Source: an optimization exercise on an open RTL-to-GDS flow (aim: small area, a short achievable clock period and few clock cycles per item). Production flows keep margins and buffers that such runs may drop. In this exercise RTL edits were held to simulation tests only and were not proved equivalent to the original.

// sw_top
module sw_top (
    input  logic                                clk,
    input  logic                                reset,
    input  logic                                i_valid,
    input  sw_pkg::base_t                       i_ref_base,
    input  sw_pkg::base_t                       i_query_base,
    output logic                                o_finish,
    output logic [8-1:0]              o_max,
    output logic [sw_pkg::RIDX_W:0]             o_pos_ref,
    output logic [sw_pkg::QIDX_W:0]             o_pos_query
);
Size in the first run: about 2,300 cells after synthesis, roughly 27 I/O pins.
export LEC_CHECK = 0
export CAP_MARGIN = 20
export CORE_MARGIN = 2
export CORE_UTILIZATION = 40
export SETUP_SLACK_MARGIN = 4.5
export SLEW_MARGIN = 20
export TNS_END_PERCENT = 100
create_clock -name core_clock -period 7.5 [get_ports {clk}]
run.sh (not shown) runs the stock make flow with config.mk's settings and CLKGATE_MAP_FILE= SYNTH_SCRIPT=/design/flow/synth_recipe.tcl, a recipe that flattens the netlist after the stock synthesis.
Testbench counts at the start, summed over its fixed seeds: cycles 12,480, runs 320.
Change:
--- a/flow/design.v
+++ b/flow/design.v
@@ -131,23 +131,25 @@
     logic [3:0] d_oh;
     logic [3:0] g_oh;
     logic [1:0] cand;
     assign match   = (i_query == ref_b);
     assign match_q = (i_query == ref_q);
     assign cand_ok = (J == 16) ? (!i_first && match_q) : match;
     assign hd_ge = ge6(6'(hd), i_best_m2);           
     assign d_oh  = 4'b0001 << hd[1:0];
     assign g_oh  = 4'b0001 << (i_best[1:0] ^ 2'b10);  
     always_comb begin
         cand = 2'd0;
-        if (i_diag && cand_ok && hd_ge) begin
+        if (J == 1 && i_first) begin
+            cand = match ? 2'd3 : 2'd0;
+        end else if (i_diag && cand_ok && hd_ge) begin
             if (|(d_oh & g_oh))                          cand = 2'd1;
             else if (|(d_oh & {g_oh[2:0], g_oh[3]}))     cand = 2'd2;
             else                                         cand = 2'd3;
         end
     end
     always_ff @(posedge clk) begin
         if (i_first) begin
             ref_q <= i_ref_pin;
         end
         query_q <= i_query;
         dg_q    <= dg_nxt;
@@ -235,41 +237,39 @@
             .o_cand     (o_cand[j]),
             .o_row1     (row1_c[j]),
             .o_query    (query_c[j]),
             .o_h        (h_c[j]),
             .o_eq       (eq_c[j])
         );
     end
 endmodule
 `timescale 1ns/1ps
 module sw_max_tracker (
     input  logic                          clk,
-    input  logic                          i_run,     
+    input  logic                          i_clear,   
     input  logic [5:0]                    i_cnt,
     input  logic                          i_last,    
     input  logic [16-1:0][1:0]   i_cand,
     input  logic                          i_row1,    
     output logic [5:0]                    o_best,    
     output logic [5:0]                    o_best_m2,
     output logic [5:0]                    o_max,
     output logic [4:0]                    o_pos_ref,
     output logic [4:0]                    o_pos_query
 );
     localparam int N = 16;
     logic [5:0]   g_q;        
     logic [2:0]   step_q;     
     logic [4:0]   col_q;      
     logic [5:0]   diag_q;     
-    logic [5:0]   max_q;      
-    logic [4:0]   ref_q;
-    logic [4:0]   row_q;
+    logic [4:0]   row_q;      
     logic [N-1:0] c2;
     logic [N-1:0] c1;
     logic [N-1:0] c0;
     logic [N-1:0] below;      
     logic [N-1:0] c0b;
     logic         any2;
     logic         any1;
     logic         any0;
     logic [4:0]   enc2;
     logic [4:0]   enc1;
     logic [4:0]   enc0;
@@ -315,49 +315,49 @@
     assign enc2    = lowest(c2);
     assign enc1    = lowest(c1);
     assign enc0    = lowest(c0b);
     assign cnt2    = i_cnt + 6'd2;
     assign cnt3    = i_cnt + 6'd3;
     assign g_p1    = g_q + 6'd1;
     assign g_p2    = g_q + 6'd2;
     assign take    = any2 || any1 || any0;
     assign g_nxt   = any2 ? g_p2 : (any1 ? g_p1 : g_q);
     assign col_nxt = any2 ? enc2 : (any1 ? enc1 : enc0);
     always_ff @(posedge clk) begin
-        if (!i_run || i_last) begin
+        if (i_clear) begin
             g_q    <= '0;
             step_q <= 3'b001;
             col_q  <= 5'd1;
             diag_q <= 6'd2;
         end else begin
             step_q <= any2 ? 3'b100 : (any1 ? 3'b010 : 3'b001);
             if (take) begin
                 g_q    <= g_nxt;
                 col_q  <= col_nxt;
                 if (col_nxt == 5'(N)) begin
                     diag_q <= (any2 ? x2 : x1) ? 6'(N + 1) : cnt3;
                 end else begin
                     diag_q <= cnt2;
                 end
             end
         end
-        if (i_last) begin
-            max_q <= g_nxt;
-            ref_q <= take ? col_nxt : col_q;
-            row_q <= take ? 5'(24) : diag_q[4:0] - col_q;
+        if (i_last && take) begin
+            row_q <= 5'(24);
+        end else begin
+            row_q <= diag_q[4:0] - col_q;
         end
     end
     assign o_best      = g_q;
     assign o_best_m2   = (g_q > 6'd2) ? g_q - 6'd2 : 6'd0;
-    assign o_max       = max_q;
-    assign o_pos_ref   = ref_q;
+    assign o_max       = g_q;
+    assign o_pos_ref   = col_q;
     assign o_pos_query = row_q;
 endmodule
 `timescale 1ns/1ps
 module sw_top (
     input  logic                                clk,
     input  logic                                reset,
     input  logic                                i_valid,
     input  sw_pkg::base_t                       i_ref_base,
     input  sw_pkg::base_t                       i_query_base,
     output logic                                o_finish,
     output logic [8-1:0]              o_max,
@@ -393,23 +393,23 @@
         .i_start      (start),
         .i_load       (load),
         .i_query_base (i_query_base),
         .i_ref_base   (i_ref_base),
         .i_best       (best_g),
         .i_best_m2    (best_m2),
         .o_cand       (cand),
         .o_row1       (row1)
     );
     sw_max_tracker u_max_tracker (
         .clk         (clk),
-        .i_run       (busy),
+        .i_clear     (start),
         .i_cnt       (cnt),
         .i_last      (last),
         .i_cand      (cand),
         .i_row1      (row1),
         .o_best      (best_g),
         .o_best_m2   (best_m2),
         .o_max       (best_s),
         .o_pos_ref   (best_j),
         .o_pos_query (best_i)
     );
     assign o_max       = 8'(best_s);
After rerunning: Worst setup slack improved by 470 ps; routed wire length falls by 7.6%; count of clock-buffer cells in the layout shrinks by 8; sequential share of layout area goes down by 1.1 points; first-iteration DRC count fell by 9.5%; final area is lower by 1.6%.
Testbench counts after the change, summed over its fixed seeds: cycles 12,480, runs 320.

==> afterwards: timing with drivers on the ports <==
No port has a modelled driver above. Below, the same layouts with a new extraction and two added sets of constraints. Step 1 sets driving cells, clkbuf_16 on the clock port and buf_2 on the other inputs (assumed; they add their load-dependent delay and slew). Step 2 times the ports against the registers' clock, not the clock port: input delays grow and output delays shrink by t, the midpoint of the rising clock arrivals with the driver on. Slacks: ideal / step 1 / step 2; pairs: ideal / step 1.
run | shift t [ns] | slack for setup (ns) | worst hold slack (ns) | worst data-port slew with drivers (ns)
the first run | 0.610 | 4.050 / 4.050 / 4.043 | 0.361 / 0.361 / 0.361 | 0.05
the second run | 0.569 | 4.522 / 4.522 / 4.008 | 0.369 / 0.369 / 0.369 | 0.03
After both steps setup and hold are still met in every run listed. For the second run, which loses most, drivers alone change the setup slack by 0.000 ns; drivers and shift together by -0.514 ns.
